This design comes from an exercise in tuning for small area, a short achievable clock period and few clock cycles per item on the open sky130 flow, not from production work.
At most, simulation tests tie the RTL to the original design; equivalence was not proved.
No activity file was given, so power comes from the tool's default toggle rates.

==> flow/design.v <==
`timescale 1ns/1ps
`default_nettype none
module mmacc_main (
  input  wire logic        clk,
  input  wire logic        s_rst_n,
  input  wire logic        ld_en_i,
  input  wire logic [4:0]  ld_add_i,
  input  wire logic [15:0] ld_data_i,
  input  wire logic        cmd_avail_i,
  input  wire logic [1:0]  cmd_slot_i,
  input  wire logic [2:0]  cmd_rot_i,
  input  wire logic        res_avail_i,
  input  wire logic [15:0] res_i,
  output logic             cmd_enquiry_o,
  output logic             feed_vld_o,
  output logic [15:0]      feed_data_o,
  output logic             feed_sop_o,
  output logic             feed_eop_o,
  output logic             sxt_vld_o,
  output logic [15:0]      sxt_data_o,
  output logic             sxt_last_o,
  output logic [1:0]       sxt_slot_o,
  output logic             done_o,
  output logic [1:0]       done_slot_o,
  output logic [3:0]       error_o
);
  logic [1:0] t_slot [4];
  logic [2:0] t_sidx [4];            
  logic [1:0] wr_ptr;                
  logic [2:0] ifc;                   
  logic       tab_full;
  logic       cmd_take;
  logic       x_done;                
  assign tab_full = ifc[2];
  assign cmd_take = cmd_avail_i & ~tab_full;
  always_ff @(posedge clk) begin
    if (!s_rst_n) begin
      wr_ptr <= '0;
      ifc    <= '0;
    end else begin
      wr_ptr <= wr_ptr + 2'(cmd_take);
      ifc    <= ifc + 3'(cmd_take) - 3'(x_done);
    end
  end
  always_ff @(posedge clk) begin
    if (cmd_take) begin
      t_slot[wr_ptr] <= cmd_slot_i;
      t_sidx[wr_ptr] <= 3'd0 - cmd_rot_i;
    end
  end
  logic [31:0][15:0] w;              
  logic [3:0][7:0]   sel_q;          
  logic [3:0][15:0]  rd;             
  always_comb begin
    for (int s = 0; s < 4; s++) begin
      rd[s] = '0;
      for (int i = 0; i < 8; i++) begin
        rd[s] = rd[s] | (w[s*8+i] & {16{sel_q[s][i]}});
      end
    end
  end
  function automatic logic [31:0] oh32(input logic [1:0] s, input logic [2:0] i);
    for (int a = 0; a < 32; a++) oh32[a] = ({s, i} == 5'(a));
  endfunction
  function automatic logic [3:0] oh4(input logic [1:0] s);
    for (int a = 0; a < 4; a++) oh4[a] = (s == 2'(a));
  endfunction
  function automatic logic [15:0] cneg(input logic [15:0] x, input logic n);
    logic [15:0] p;
    p = x;
    for (int d = 1; d < 16; d = d * 2) begin
      for (int i = 15; i >= d; i--) p[i] = p[i] | p[i-d];
    end
    cneg[0] = x[0];
    for (int i = 1; i < 16; i++) cneg[i] = x[i] ^ (n & p[i-1]);
  endfunction
  logic       fr_v, fr_last, fr_neg;
  logic [2:0] fr_j, fr_idx;
  logic [1:0] fr_slot;
  logic [3:0] pf_oh;
  logic [1:0] f_ptr;                 
  logic [2:0] f_cnt;                 
  logic [2:0] fd_ptr;                
  logic       f_free, f_pend, f_start, f_tab;
  logic [1:0] hd_slot, fs_slot;
  logic [2:0] hd_sidx, fs_idx;
  assign f_pend  = (f_cnt != 3'd0);
  assign f_free  = ~fr_v | fr_last;
  assign f_start = f_free & (f_pend | cmd_take);
  assign f_tab   = f_pend;
  assign hd_slot = t_slot[f_ptr];
  assign hd_sidx = t_sidx[f_ptr];
  assign fs_slot = f_tab ? hd_slot : cmd_slot_i;
  assign fs_idx  = f_tab ? hd_sidx : 3'd0 - cmd_rot_i;
  logic        fn_v;
  logic [31:0] fn_sel;
  logic [3:0]  fn_oh;
  assign fn_v   = f_start | (fr_v & ~fr_last);
  assign fn_sel = ~fn_v   ? 32'd0 :
                  f_start ? oh32(fs_slot, fs_idx) : oh32(fr_slot, fr_idx + 3'd1);
  assign fn_oh  = ~fn_v   ? 4'd0 :
                  f_start ? oh4(fs_slot) : oh4(fr_slot);
  logic [15:0] pf;
  always_comb begin
    pf = '0;
    for (int s = 0; s < 4; s++) pf = pf | (rd[s] & {16{pf_oh[s]}});
  end
  always_ff @(posedge clk) begin
    if (!s_rst_n) begin
      fr_v   <= 1'b0;
      f_ptr  <= '0;
      f_cnt  <= '0;
      fd_ptr <= '0;
    end else begin
      fr_v   <= fn_v;
      f_ptr  <= f_ptr + 2'(f_start);
      f_cnt  <= f_cnt + 3'(cmd_take) - 3'(f_start);
      fd_ptr <= fd_ptr + 3'(fr_v & fr_last);
    end
  end
  always_ff @(posedge clk) begin
    if (f_start) begin
      fr_j    <= 3'd0;
      fr_last <= 1'b0;
      fr_slot <= fs_slot;
      fr_idx  <= fs_idx;
      fr_neg  <= (fs_idx != 3'd0);
    end else begin
      fr_j    <= fr_j + 3'd1;
      fr_last <= (fr_j == 3'd6);
      fr_idx  <= fr_idx + 3'd1;
      fr_neg  <= fr_neg & (fr_idx != 3'd7);
    end
  end
  logic        fq_v, fq_sop, fq_eop, fq_neg;
  logic [15:0] fq;
  always_ff @(posedge clk) begin
    if (!s_rst_n) begin
      fq_v       <= 1'b0;
      fq_sop     <= 1'b0;
      fq_eop     <= 1'b0;
      feed_vld_o <= 1'b0;
      feed_sop_o <= 1'b0;
      feed_eop_o <= 1'b0;
    end else begin
      fq_v       <= fr_v;
      fq_sop     <= fr_v & (fr_j == 3'd0);
      fq_eop     <= fr_v & fr_last;
      feed_vld_o <= fq_v;
      feed_sop_o <= fq_sop;
      feed_eop_o <= fq_eop;
    end
  end
  always_ff @(posedge clk) begin
    fq          <= pf;
    fq_neg      <= fr_neg;
    feed_data_o <= cneg(fq, fq_neg);
  end
  logic [5:0]  in_pos;               
  logic [15:0] a_q;
  logic        a_v;
  logic        r_v, r_adv;           
  logic [3:0]  pa_oh;
  logic [15:0] sum, nsum;
  logic [1:0]  in_slot;
  assign in_slot = t_slot[in_pos[4:3]];
  assign sum     = a_q + res_i;
  assign nsum    = (-a_q) + ~res_i + 16'd1;
  logic [15:0] pa;
  always_comb begin
    pa = '0;
    for (int s = 0; s < 4; s++) pa = pa | (rd[s] & {16{pa_oh[s]}});
  end
  logic a_load;
  assign a_load = r_v & (r_adv ? res_avail_i : ~res_avail_i);
  logic [5:0]  p1, p2;
  logic        av0, av1;             
  logic [5:0]  tg0, tg1;
  logic        rdy0, rdy1;
  logic [1:0]  sl0, sl1;
  assign p1   = in_pos + 6'd1;
  assign p2   = in_pos + 6'd2;
  assign av0  = a_v | (r_v & ~r_adv);
  assign av1  = r_v & r_adv;
  assign tg0  = av0 ? p1 : in_pos;
  assign tg1  = av1 ? p2 : p1;
  assign rdy0 = (tg0[5:3] != fd_ptr) | (fr_v & fr_last);
  assign rdy1 = (tg1[5:3] != fd_ptr) | (fr_v & fr_last);
  assign sl0  = t_slot[tg0[4:3]];
  assign sl1  = t_slot[tg1[4:3]];
  logic [31:0] an_sel0, an_sel1, an_sel;
  logic [3:0]  an_oh0, an_oh1, an_oh;
  assign an_sel0 = rdy0 ? oh32(sl0, tg0[2:0]) : 32'd0;
  assign an_sel1 = rdy1 ? oh32(sl1, tg1[2:0]) : 32'd0;
  assign an_oh0  = rdy0 ? oh4(sl0) : 4'd0;
  assign an_oh1  = rdy1 ? oh4(sl1) : 4'd0;
  assign an_sel  = res_avail_i ? an_sel1 : an_sel0;
  assign an_oh   = res_avail_i ? an_oh1  : an_oh0;
  always_ff @(posedge clk) begin
    if (!s_rst_n) begin
      in_pos <= '0;
      a_v    <= 1'b0;
      r_v    <= 1'b0;
      r_adv  <= 1'b0;
    end else begin
      in_pos <= res_avail_i ? p1 : in_pos;
      a_v    <= res_avail_i ? av1 : av0;
      r_v    <= res_avail_i ? rdy1 : rdy0;
      r_adv  <= res_avail_i ? av1 : av0;
    end
  end
  always_ff @(posedge clk) begin
    if (a_load) a_q <= pa;
  end
  logic [15:0] sum_q;
  logic        wq_v;
  logic [4:0]  wq_add;
  always_ff @(posedge clk) begin
    if (!s_rst_n) wq_v <= 1'b0;
    else          wq_v <= res_avail_i;
    if (res_avail_i) sum_q <= sum;
    wq_add <= {in_slot, in_pos[2:0]};
  end
  logic        lq_v;
  logic [4:0]  lq_add;
  logic [15:0] lq_data;
  always_ff @(posedge clk) begin
    if (!s_rst_n) lq_v <= 1'b0;
    else          lq_v <= ld_en_i;
    lq_add  <= ld_add_i;
    lq_data <= ld_data_i;
  end
  logic [15:0] wbus;
  logic [31:0] we;
  assign wbus = lq_v ? lq_data : sum_q;
  assign we   = (lq_v ? oh32(lq_add[4:3], lq_add[2:0]) : 32'd0)
              | (wq_v ? oh32(wq_add[4:3], wq_add[2:0]) : 32'd0);
  always_ff @(posedge clk) begin
    for (int a = 0; a < 32; a++) begin
      if (we[a]) w[a] <= wbus;
    end
  end
  logic       x_b0, x_b1;
  logic [2:0] xb;                    
  logic [1:0] x_slot;
  logic [3:0] px_oh;
  logic [15:0] w0, px;
  logic [15:0] xr;                   
  assign x_b0   = res_avail_i & (in_pos[2:0] == 3'd6);
  assign x_b1   = res_avail_i & (in_pos[2:0] == 3'd7);
  assign x_done = (xb == 3'd7);
  always_comb begin
    w0 = '0;
    for (int s = 0; s < 4; s++) w0 = w0 | (w[s*8] & {16{in_slot == 2'(s)}});
    px = '0;
    for (int s = 0; s < 4; s++) px = px | (rd[s] & {16{px_oh[s]}});
  end
  logic        xn_v;
  logic [2:0]  xn_idx;
  logic [31:0] xn_sel;
  assign xn_v   = x_b1 | ((xb != 3'd0) & (xb < 3'd6));
  assign xn_idx = x_b1 ? 3'd5 : 3'd6 - xb;
  assign xn_sel = xn_v ? oh32(x_slot, xn_idx) : 32'd0;
  always_ff @(posedge clk) begin
    if (!s_rst_n) begin
      xb         <= '0;
      sxt_vld_o  <= 1'b0;
      sxt_last_o <= 1'b0;
    end else begin
      xb         <= x_b1 ? 3'd2 : (xb != 3'd0 && xb != 3'd7) ? xb + 3'd1 : 3'd0;
      sxt_vld_o  <= x_b0 | x_b1 | (xb != 3'd0);
      sxt_last_o <= x_done;
    end
  end
  always_ff @(posedge clk) begin
    if (x_b0) x_slot <= in_slot;
    xr         <= x_b1 ? sum_q : px;
    sxt_data_o <= x_b0 ? w0 : x_b1 ? nsum : cneg(xr, 1'b1);
  end
  assign sxt_slot_o  = x_slot;
  assign done_o      = sxt_last_o;
  assign done_slot_o = x_slot;
  always_ff @(posedge clk) begin
    sel_q <= fn_sel | an_sel | xn_sel;
    pf_oh <= fn_oh;
    pa_oh <= an_oh;
    px_oh <= xn_v ? oh4(x_slot) : 4'd0;
  end
  logic [2:0] enq_cnt;
  always_ff @(posedge clk) begin
    if (!s_rst_n) begin
      enq_cnt       <= 3'd4;
      cmd_enquiry_o <= 1'b0;
    end else begin
      enq_cnt       <= enq_cnt - 3'(enq_cnt != 3'd0);
      cmd_enquiry_o <= (enq_cnt != 3'd0) | x_done;
    end
  end
  logic err_cmd, err_res;
  always_ff @(posedge clk) begin
    if (!s_rst_n) begin
      err_cmd <= 1'b0;
      err_res <= 1'b0;
    end else begin
      err_cmd <= err_cmd | (cmd_avail_i & tab_full);
      err_res <= err_res | (res_avail_i & (in_pos[5:3] == fd_ptr));
    end
  end
  assign error_o = {err_cmd, 1'b0, err_res, 1'b0};
endmodule
`default_nettype wire
clock: 5.0 ns
lec_check: 0
cap_margin: 20
core_margin: 2
core_utilization: 40
cts_cluster_diameter: 100
cts_cluster_size: 28
setup_slack_margin: 2.5
slew_margin: 20
run.sh (not shown) runs the stock make flow with config.mk's settings and CLKGATE_MAP_FILE= SYNTH_SCRIPT=/design/flow/synth_recipe.tcl, a recipe that flattens the netlist after the stock synthesis.
Change:
--- a/flow/design.v
+++ b/flow/design.v
@@ -218,25 +218,16 @@
   always_ff @(posedge clk) begin
     if (!s_rst_n) wq_v <= 1'b0;
     else          wq_v <= res_avail_i;
     if (res_avail_i) sum_q <= sum;
     wq_add <= {in_slot, in_pos[2:0]};
   end
-  logic        lq_v;
-  logic [4:0]  lq_add;
-  logic [15:0] lq_data;
-  always_ff @(posedge clk) begin
-    if (!s_rst_n) lq_v <= 1'b0;
-    else          lq_v <= ld_en_i;
-    lq_add  <= ld_add_i;
-    lq_data <= ld_data_i;
-  end
   logic [15:0] wbus;
   logic [31:0] we;
-  assign wbus = lq_v ? lq_data : sum_q;
-  assign we   = (lq_v ? oh32(lq_add[4:3], lq_add[2:0]) : 32'd0)
+  assign wbus = ld_en_i ? ld_data_i : sum_q;
+  assign we   = (ld_en_i ? oh32(ld_add_i[4:3], ld_add_i[2:0]) : 32'd0)
               | (wq_v ? oh32(wq_add[4:3], wq_add[2:0]) : 32'd0);
   always_ff @(posedge clk) begin
     for (int a = 0; a < 32; a++) begin
       if (we[a]) w[a] <= wbus;
     end
   end
Outcome: The changed run passed the timing, DRC and antenna checks. Core utilization fell by 0.50 points. Global-route usage goes down by 0.16 points. Wire length drops by 1.9%. Cell area drops by 1.7%. First-iteration DRC count drops by 5.6%. Via count shrinks by 0.85%. Total power drops by 4.9%. Synthesized cell count fell by 1.7%. Sequential share of layout area came out lower by 0.24 points. Die area fell by 1.3%. Cell count fell by 3.0%. Worst setup slack improved by 110 ps. Area after synthesis came out lower by 1.3%. Maximum frequency came out higher by 4.2%.
Testbench counts after the change, summed over its fixed seeds: cycles 2,958, items 256.
Function not checked in the first run of this note: the RTL went through the layout flow alone.

static timing again, ports no longer ideal:
Ports are ideal in the flow. The routed layouts listed here were re-timed in OpenROAD. Step 1, drivers: a clkbuf_16 drives clk and a buf_2 each remaining input, both assumed. Step 2 moves the port delays by t, midway between the first and last clock arrival at a register: inputs arrive t later, outputs are due t later. That takes back most of the time a late clock gives input paths. Slacks: no drivers / after step 1 / after step 2; pairs: no drivers / after step 1.
run	t, ns	setup slack, ns	worst hold slack (ns)	worst setup path after step 2	worst slew at a driven data input, ns
the first run	0.657	2.379 / 2.379 / 1.814	0.368 / 0.368 / 0.368	input to register	0.06
the second run	0.688	2.484 / 2.460 / 1.839	0.444 / 0.444 / 0.444	input to register	0.05
After both steps setup and hold are still met in every run listed. The setup slack of the second run, which loses most, moves by -0.024 ns with the drivers and by -0.645 ns with both steps.
